Context: an optimization exercise on an open-source flow, tuned for small area, a short achievable clock period and few clock cycles per item. The choices shown serve that exercise and are no tape-out recipe. Where RTL was checked, it was by simulation tests only, not by an equivalence proof against the original. No activity file was given, so power comes from the tool's default toggle rates.

Design pipeline_cpu, start of the top module:
module pipeline_cpu (
    input  wire         clock,
    input  wire         arst_n,
    output logic [31:0] address_imem,
    input  wire  [31:0] q_imem,
    output logic [31:0] address_dmem,
    output logic [31:0] data,
    output logic        wren,
    input  wire  [31:0] q_dmem,
    output logic        ctrl_write_enable,
    output logic [4:0]  ctrl_write_reg,
    output logic [4:0]  ctrl_read_reg_a,
    output logic [4:0]  ctrl_read_reg_b,
    output logic [31:0] data_write_reg,
    input  wire  [31:0] data_read_reg_a,
    input  wire  [31:0] data_read_reg_b
);
Settings: LEC_CHECK=0, CAP_MARGIN=20, CORE_MARGIN=2, CORE_UTILIZATION=40, PLACE_DENSITY=0.5, SETUP_SLACK_MARGIN=4, SLEW_MARGIN=20, TNS_END_PERCENT=5; clock period 8.5 ns.
standard.sh (not shown) runs the stock make flow with config.mk's settings and CLKGATE_MAP_FILE= SYNTH_SCRIPT=/design/flow/synth_recipe.tcl, a recipe that flattens the netlist after the stock synthesis.
==> flow/flow/run.sh <==
#!/bin/bash
# Own layout flow: the standard flow (standard.sh, unchanged synthesis,
# floorplan, power grid, placement, CTS and routing), with one change: the
# buffers that global placement puts on every input and output port are
# sky130_fd_sc_hd__buf_1 cells instead of the default delay-buffer cell.
# The timing repair steps still resize them where timing needs it.
set -euo pipefail
export BUFFER_PORTS_ARGS="-buffer_cell sky130_fd_sc_hd__buf_1"
bash standard.sh > standard.log 2>&1
Testbench counts at the start, summed over its fixed seeds: cycles 9,364, instrs 9,364.
Edit:
Settings changed: PLACE_DENSITY 0.5 to 0.6, TNS_END_PERCENT 5 to 20.
Effect:
- The new run completed with no timing, DRC or antenna violations
- count of clock-buffer cells in the layout is unchanged
- synthesized cell count is unchanged
- worst setup slack got worse by 9.8 ps
- first-iteration DRC count climbs by 10%

========
The RTL this note starts from:
==> flow/design.v <==
`default_nettype none
package cpu_pkg;
    localparam logic [4:0] OPC_ALU  = 5'd0;
    localparam logic [4:0] OPC_J    = 5'd1;
    localparam logic [4:0] OPC_BNE  = 5'd2;
    localparam logic [4:0] OPC_JAL  = 5'd3;
    localparam logic [4:0] OPC_JR   = 5'd4;
    localparam logic [4:0] OPC_ADDI = 5'd5;
    localparam logic [4:0] OPC_BLT  = 5'd6;
    localparam logic [4:0] OPC_SW   = 5'd7;
    localparam logic [4:0] OPC_LW   = 5'd8;
endpackage
`default_nettype wire
`default_nettype none
module adder (
    input  wire [31:0]  x,
    input  wire [31:0]  y,
    input  wire         cin,
    output logic [31:0] sum
);
    logic [31:0] g, p, gn, pn;
    logic [31:0] carry;
    always_comb begin
        g = x & y;
        p = x ^ y;
        g[0] = g[0] | (p[0] & cin);
        for (int l = 0; l < 5; l++) begin
            gn = g;
            pn = p;
            for (int i = 0; i < 32; i++) begin
                if (((i >> l) & 1) == 1) begin
                    gn[i] = g[i] | (p[i] & g[((i >> l) << l) - 1]);
                    pn[i] = p[i] & p[((i >> l) << l) - 1];
                end
            end
            g = gn;
            p = pn;
        end
        carry = {g[30:0], cin};
    end
    assign sum = x ^ y ^ carry;
endmodule
module alu (
    input  wire [31:0]  a,
    input  wire         right,    
    input  wire [4:0]   shamt,
    output logic [31:0] sh_right,
    output logic [31:0] sh_left
);
    logic [31:0] sh_in;
    logic        fill;
    assign fill = right & a[31];
    always_comb begin
        for (int i = 0; i < 32; i++) begin
            sh_in[i]   = right ? a[i] : a[31-i];
            sh_left[i] = sh_right[31-i];
        end
    end
    assign sh_right = 32'($signed({fill, sh_in}) >>> shamt);
endmodule
`default_nettype wire
`default_nettype none
module execute_stage (
    input  wire [31:0] pc,
    input  wire [31:0] ir,
    input  wire [31:0] rs_val,
    input  wire [31:0] rb_val,    
    output logic [31:0] npc,
    output logic        we,
    output logic [4:0]  wreg,
    output logic        is_lw,
    output logic        is_sw,
    output logic [31:0] o
);
    logic [4:0]  opc;
    logic [4:0]  fn;
    logic [31:0] imm;
    logic [31:0] pc1;
    logic [31:0] x, y, sum;
    logic [31:0] sh_right, sh_left;
    logic [31:0] other;
    logic        use_reg, use_pc, fn_sub, cin;
    logic        en_sum, en_and, en_or, en_sll, en_sra, en_jal;
    logic        is_j, is_jr, is_bne, is_blt, taken;
    logic        eq, lt;
    assign opc = ir[31:27];
    assign fn  = ir[6:2];
    assign imm = {{15{ir[16]}}, ir[16:0]};
    assign pc1 = pc + 32'd1;
    assign use_reg = !(opc[3] | opc[2] | opc[1]);
    assign use_pc  = opc[1] & !opc[0];
    assign fn_sub  = fn[0];
    assign x   = use_pc ? pc : rs_val;
    assign y   = use_reg ? (rb_val ^ {32{fn_sub}}) : imm;
    assign cin = use_reg ? fn_sub : use_pc;
    adder u_adder (.x(x), .y(y), .cin(cin), .sum(sum));
    alu u_alu (
        .a        (rs_val),
        .right    (fn[0]),
        .shamt    (ir[11:7]),
        .sh_right (sh_right),
        .sh_left  (sh_left)
    );
    assign en_jal = opc[1] & opc[0] & !opc[2];
    assign en_sum = !en_jal & (!use_reg | (fn[4:1] == 4'd0));
    assign en_and = use_reg & (fn == 5'd2);
    assign en_or  = use_reg & (fn == 5'd3);
    assign en_sll = use_reg & (fn == 5'd4);
    assign en_sra = use_reg & (fn == 5'd5);
    assign other = ({32{en_and}} & (rs_val & rb_val))
                 | ({32{en_or}}  & (rs_val | rb_val))
                 | ({32{en_sll}} & sh_left)
                 | ({32{en_sra}} & sh_right)
                 | ({32{en_jal}} & pc1);
    assign o = en_sum ? sum : other;
    assign is_j   = (opc[4:2] == 3'd0) & opc[0];     
    assign is_jr  = (opc == cpu_pkg::OPC_JR);
    assign is_bne = (opc == cpu_pkg::OPC_BNE);
    assign is_blt = (opc == cpu_pkg::OPC_BLT);
    assign eq    = (rb_val == rs_val);
    assign lt    = $signed(rb_val) < $signed(rs_val);
    assign taken = (is_bne & !eq) | (is_blt & lt);
    assign npc   = taken ? sum : is_jr ? rb_val : is_j ? {5'd0, ir[26:0]} : pc1;
    assign we    = (opc == cpu_pkg::OPC_ALU) || (opc == cpu_pkg::OPC_ADDI) || (opc == cpu_pkg::OPC_LW) || (opc == cpu_pkg::OPC_JAL);
    assign wreg  = en_jal ? 5'd31 : ir[26:22];
    assign is_lw = (opc == cpu_pkg::OPC_LW);
    assign is_sw = (opc == cpu_pkg::OPC_SW);
endmodule
`default_nettype wire
`default_nettype none
module mem_wb_stage (
    input  wire         clock,
    input  wire         arst_n,
    input  wire         we_in,
    input  wire [4:0]   wreg_in,
    input  wire         lw_in,
    input  wire         sw_in,
    input  wire [31:0]  o_in,
    input  wire [31:0]  b_in,
    input  wire [31:0]  q_dmem,
    output logic [31:0] address_dmem,
    output logic [31:0] data,
    output logic        wren,
    output logic        ctrl_write_enable,
    output logic [4:0]  ctrl_write_reg,
    output logic [31:0] data_write_reg
);
    logic        m_we, m_lw, m_sw;
    logic [4:0]  m_reg;
    logic [31:0] m_o, m_b;
    always_ff @(posedge clock or negedge arst_n) begin
        if (!arst_n) begin
            m_we <= 1'b0;
            m_lw <= 1'b0;
            m_sw <= 1'b0;
        end else begin
            m_we <= we_in;
            m_lw <= lw_in;
            m_sw <= sw_in;
        end
    end
    always_ff @(posedge clock) begin
        m_reg <= wreg_in;
        m_o   <= o_in;
        m_b   <= b_in;
    end
    assign address_dmem      = m_o;
    assign data              = m_b;
    assign wren              = m_sw;
    assign ctrl_write_enable = m_we;
    assign ctrl_write_reg    = m_reg;
    assign data_write_reg    = m_lw ? q_dmem : m_o;
endmodule
`default_nettype wire
`default_nettype none
`timescale 1ns/1ps
module pipeline_cpu (
    input  wire         clock,
    input  wire         arst_n,
    output logic [31:0] address_imem,
    input  wire  [31:0] q_imem,
    output logic [31:0] address_dmem,
    output logic [31:0] data,
    output logic        wren,
    input  wire  [31:0] q_dmem,
    output logic        ctrl_write_enable,
    output logic [4:0]  ctrl_write_reg,
    output logic [4:0]  ctrl_read_reg_a,
    output logic [4:0]  ctrl_read_reg_b,
    output logic [31:0] data_write_reg,
    input  wire  [31:0] data_read_reg_a,
    input  wire  [31:0] data_read_reg_b
);
    logic [31:0] pc;
    logic [31:0] npc;
    logic        we, is_lw, is_sw;
    logic [4:0]  wreg;
    logic [31:0] o;
    always_ff @(posedge clock or negedge arst_n) begin
        if (!arst_n) pc <= '0;
        else         pc <= npc;
    end
    assign address_imem    = pc;
    assign ctrl_read_reg_a = q_imem[21:17];
    assign ctrl_read_reg_b = (q_imem[29] | q_imem[28]) ? q_imem[26:22] : q_imem[16:12];
    execute_stage u_execute_stage (
        .pc     (pc),
        .ir     (q_imem),
        .rs_val (data_read_reg_a),
        .rb_val (data_read_reg_b),
        .npc    (npc),
        .we     (we),
        .wreg   (wreg),
        .is_lw  (is_lw),
        .is_sw  (is_sw),
        .o      (o)
    );
    mem_wb_stage u_mem_wb_stage (
        .clock             (clock),
        .arst_n            (arst_n),
        .we_in             (we),
        .wreg_in           (wreg),
        .lw_in             (is_lw),
        .sw_in             (is_sw),
        .o_in              (o),
        .b_in              (data_read_reg_b),
        .q_dmem            (q_dmem),
        .address_dmem      (address_dmem),
        .data              (data),
        .wren              (wren),
        .ctrl_write_enable (ctrl_write_enable),
        .ctrl_write_reg    (ctrl_write_reg),
        .data_write_reg    (data_write_reg)
    );
endmodule
`default_nettype wire
==> flow/config.mk <==
export PLATFORM = sky130hd
export DESIGN_NAME = pipeline_cpu
export DESIGN_NICKNAME = pipeline_cpu
export VERILOG_FILES = /design/flow/design.v
export SDC_FILE = /design/flow/constraint.sdc
export NUM_CORES = 4
export LEC_CHECK = 0
export ABC_AREA = 1
export CAP_MARGIN = 20
export CORE_MARGIN = 2
export CORE_UTILIZATION = 40
export PLACE_DENSITY = 0.6
export SETUP_SLACK_MARGIN = 3.5
export SLEW_MARGIN = 20
==> flow/constraint.sdc <==
create_clock -name core_clock -period 8.5 [get_ports {clock}]
set_input_delay 1.7000 -clock core_clock [delete_from_list [all_inputs] [get_ports {clock}]]
set_output_delay 1.7000 -clock core_clock [all_outputs]
set_load 0.01 [all_outputs]
Scripts as last shown in full above: flow/flow/run.sh
==> next run, changes <==
Settings changed: ABC_AREA 1 to default.
After rerunning: Non-clock buffer count is higher by 15; flip-flop and latch count is unchanged; synthesized area goes down by 9.0%; utilization grows by 1.3 points; global-route usage shrinks by 4.8 points; total power fell by 1.2%; first-iteration DRC count went down by 41%; maximum frequency increases by 0.31%; critical path depth shrinks by 3; setup slack is better by 15 ps; final area fell by 6.5%.
No run of this note included a check of the RTL's function; only the layout flow was run.

-- port drivers added, routing unchanged --
In the flow no input, the clock included, has a driving cell. The finished layouts below were timed again as built, in two steps. Step 1, drivers: a clkbuf_16 drives clock and a buf_2 each remaining input, both assumed. Step 2 times the ports against the registers' clock, not the clock port: input delays grow and output delays shrink by t, the midpoint of the rising clock arrivals with the driver on. a / b / c = ideal ports / drivers / drivers and shift; a / b = the first two.
run	t (ns)	setup slack, ns	slew at the worst register clock pin (ns)	cell pins on the clock port's net
the first run of note 1	0.416	3.765 / 3.768 / 3.352	0.09 / 0.09	1
the second run of note 1	0.422	3.755 / 3.750 / 3.328	0.10 / 0.10	1
the first run of note 2	0.445	3.589 / 3.624 / 3.179	0.09 / 0.09	1
the second run of note 2	0.424	3.604 / 3.638 / 3.214	0.09 / 0.09	1
After both steps setup and hold are still met in every run listed. The setup slack of the second run of note 1, which loses most, moves by -0.005 ns with the drivers and by -0.427 ns with both steps.
